Source: an optimization exercise on an open RTL-to-GDS flow (aim: small area, a short achievable clock period and few clock cycles). Production flows keep margins and buffers that such runs may drop.
Function was checked by simulation only, so behaviour that the tests miss may differ from the original.
Power is estimated from default activity; no workload was simulated.

## mac_acc_array
module mac_acc_array #(
    parameter int DW    = mac_pkg::MAC_DW,
    parameter int LANES = 8,
    parameter int ACCW  = 2 * DW + 8
) (
    input  logic                  clk,
    input  logic                  rst_n,
    input  logic                  in_valid,
    output logic                  in_ready,
    input  logic [LANES*DW-1:0]   A,
    input  logic [LANES*DW-1:0]   W,
    input  logic                  Asigned,
    input  logic                  Wsigned,
    input  logic                  acc_clr,
    input  logic                  acc_last,
    output logic                  out_valid,
    input  logic                  out_ready,
    output logic [LANES*ACCW-1:0] Q,
    output logic [LANES-1:0]      ovf
);
clock: 5.6 ns
lec_check: 0
cap_margin: 20
core_margin: 2
core_utilization: 40
setup_slack_margin: 2.3
slew_margin: 20
tns_end_percent: 50
standard.sh (not shown) runs the stock make flow with config.mk's settings and CLKGATE_MAP_FILE= SYNTH_SCRIPT=/design/flow/synth_recipe.tcl, a recipe that flattens the netlist after the stock synthesis.
==> flow/flow/run.sh <==
#!/bin/bash
# Own layout flow: the standard flow with two changes.
#  1. After the standard synthesis, full-adder cells are rewired to their
#     complemented inputs/outputs where that removes inverters
#     (fa_polarity.py; same logic function, same registers).
#  2. Ports are buffered with a small buffer instead of the default delay cell.
# Each tool's output goes to a log file of its own in the work folder.
set -euo pipefail
W=$(pwd)
R=$W/orfs/results/$FLOW_PLATFORM/mac_acc_array/base
bash standard.sh "$R/1_2_yosys.v" > "$W/flow_synth.log" 2>&1
cp "$R/1_2_yosys.v" "$W/1_2_yosys.standard.v"
python3 "$W/flow/fa_polarity.py" "$W/1_2_yosys.standard.v" "$R/1_2_yosys.v" > "$W/flow_fa_polarity.log" 2>&1
touch "$R/1_2_yosys.v" "$R/1_2_yosys.sdc"
BUFFER_PORTS_ARGS="-buffer_cell ${PORT_BUFFER:-sky130_fd_sc_hd__buf_1}" \
  bash standard.sh finish > "$W/flow_layout.log" 2>&1
Other scripts of this flow, unchanged in this note and not shown: flow/flow/fa_polarity.py
Testbench counts at the start, summed over its fixed seeds: cycles 32,255.
Next try:
- SETUP_SLACK_MARGIN: 2.3 -> 2.4
- TNS_END_PERCENT: 50 -> unset
Sequential power hardly moves.
Final cell count rises slightly.
Wire length rises by a few percent.
Clock power falls slightly.
Die area stays the same.
Setup slack improves by 0.086 ns.
Count of clock-buffer cells in the layout rises by 7.
Via count rises slightly.
Fmax rises by a few percent.
Global-route usage rises by 0.59 points.
First-iteration DRC count rises slightly.
Next try:
- SETUP_SLACK_MARGIN: 2.4 -> 2.6
After rerunning: The new run ran to the end with no violations; count of clock-buffer cells in the layout is unchanged; area after synthesis does not change; critical path depth climbs by 2; final area goes up by 5.7%; final cell count climbs by 1.6%; setup slack gets better by 0.028 ns; wire length rises by 2.5%; worst hold slack got worse by 0.017 ns.
Next try:
- SETUP_SLACK_MARGIN: 2.6 -> 2.2
After rerunning: The new run completed without violations; final area drops by a little under a tenth; first-iteration DRC count came out lower by about a fifth; global-route usage goes down by 0.57 points; non-clock buffer count went down by 126; total power goes down by roughly a tenth; fmax falls by a few percent; setup slack is worse by 0.15 ns; synthesized cell count is unchanged; core utilization goes down by 4.4 points; synthesized area stays the same; sequential share of layout area is higher by 1.9 points.

Another version of the RTL of mac_acc_array (not shown whole).
For scale: about 340 I/O pins.
## mac_acc_array
module mac_acc_array #(
    parameter int DW    = mac_pkg::MAC_DW,
    parameter int LANES = 8,
    parameter int ACCW  = 2 * DW + 8
) (
    input  logic                  clk,
    input  logic                  rst_n,
    input  logic                  in_valid,
    output logic                  in_ready,
    input  logic [LANES*DW-1:0]   A,
    input  logic [LANES*DW-1:0]   W,
    input  logic                  Asigned,
    input  logic                  Wsigned,
    input  logic                  acc_clr,
    input  logic                  acc_last,
    output logic                  out_valid,
    input  logic                  out_ready,
    output logic [LANES*ACCW-1:0] Q,
    output logic [LANES-1:0]      ovf
);
Settings: LEC_CHECK=0, ABC_AREA=1, CAP_MARGIN=20, CORE_MARGIN=2, CORE_UTILIZATION=40, SETUP_SLACK_MARGIN=2.0, SLEW_MARGIN=20; clock period 5.6 ns.
Scripts as last shown in full above: flow/flow/run.sh
Other scripts of this flow, unchanged in this note and not shown: flow/flow/fa_polarity.py
Testbench counts at the start, summed over its fixed seeds: cycles 32,255.
Edit:
--- a/flow/config.mk
+++ b/flow/config.mk
@@ -9,5 +9,7 @@
 export CAP_MARGIN = 20
 export CORE_MARGIN = 2
-export CORE_UTILIZATION = 40
-export SETUP_SLACK_MARGIN = 2.0
+export CORE_UTILIZATION = 50
+export CTS_CLUSTER_DIAMETER = 80
+export CTS_CLUSTER_SIZE = 25
+export SETUP_SLACK_MARGIN = 2.6
 export SLEW_MARGIN = 20
Final cell count decreases by 3.9%.
Synthesized cell count is unchanged.
Design area goes up by 0.93%.
Non-clock buffer count climbs by 34.
Edit:
==> flow/config.mk (replaced) <==
export PLATFORM = sky130hd
export DESIGN_NAME = mac_acc_array
export DESIGN_NICKNAME = mac_acc_array
export VERILOG_FILES = /design/flow/design.v
export SDC_FILE = /design/flow/constraint.sdc
export NUM_CORES = 4
export LEC_CHECK = 0
export CAP_MARGIN = 20
export CORE_MARGIN = 2
export CORE_UTILIZATION = 40
export SETUP_SLACK_MARGIN = 2.1
export SLEW_MARGIN = 20
Result:
- The new run passed the timing, DRC and antenna checks
- register-to-register slack is worse by 560 ps
- worst hold slack degrades by 43 ps
- die area is higher by about a fifth
- global-route usage went down by 4.2 points
- total power went up slightly
- design area decreases slightly
- core utilization is lower by 11 points
- non-clock buffer count falls by 24
- cell count is lower by a few percent

-- separate check: timing with driven ports --
In the flow no input, the clock included, has a driving cell. The finished layouts below were timed again as built, in two steps. Step 1 (the two cells are an assumption about what drives the block):
set clk [get_ports {clk}]
set_driving_cell -lib_cell sky130_fd_sc_hd__clkbuf_16 $clk
set_driving_cell -lib_cell sky130_fd_sc_hd__buf_2 [delete_from_list [all_inputs] $clk]
Step 2 also shifts input and output timing later by t, the mid clock arrival at the registers, as if the neighbouring blocks saw the same clock. Three values: no drivers, after step 1, after step 2; two values: the first two.
run | t (ns) | slack for setup (ns) | hold WS [ns] | slew at the worst register clock pin (ns) | cell pins on the clock port's net
the first run of note 1 | 0.642 | 2.292 / 2.297 / 1.655 | 0.361 / 0.326 / 0.448 | 0.06 / 0.06 | 1
the second run of note 1 | 0.647 | 2.378 / 2.378 / 1.751 | 0.361 / 0.327 / 0.449 | 0.07 / 0.07 | 1
the third run of note 1 | 0.649 | 2.406 / 2.406 / 1.885 | 0.343 / 0.307 / 0.435 | 0.07 / 0.07 | 1
the fourth run of note 1 | 0.643 | 2.258 / 2.290 / 1.647 | 0.346 / 0.315 / 0.447 | 0.07 / 0.07 | 1
the first run of note 2 | 0.658 | 2.098 / 2.124 / 1.466 | 0.371 / 0.337 / 0.430 | 0.06 / 0.06 | 1
the second run of note 2 | 0.632 | 2.510 / 2.528 / 1.896 | 0.389 / 0.357 / 0.481 | 0.10 / 0.10 | 1
the third run of note 2 | 0.657 | 2.221 / 2.206 / 1.550 | 0.346 / 0.308 / 0.478 | 0.07 / 0.07 | 1
After both steps setup and hold are still met in every run listed. The setup slack of the third run of note 2, which loses most, moves by -0.015 ns with the drivers and by -0.671 ns with both steps.
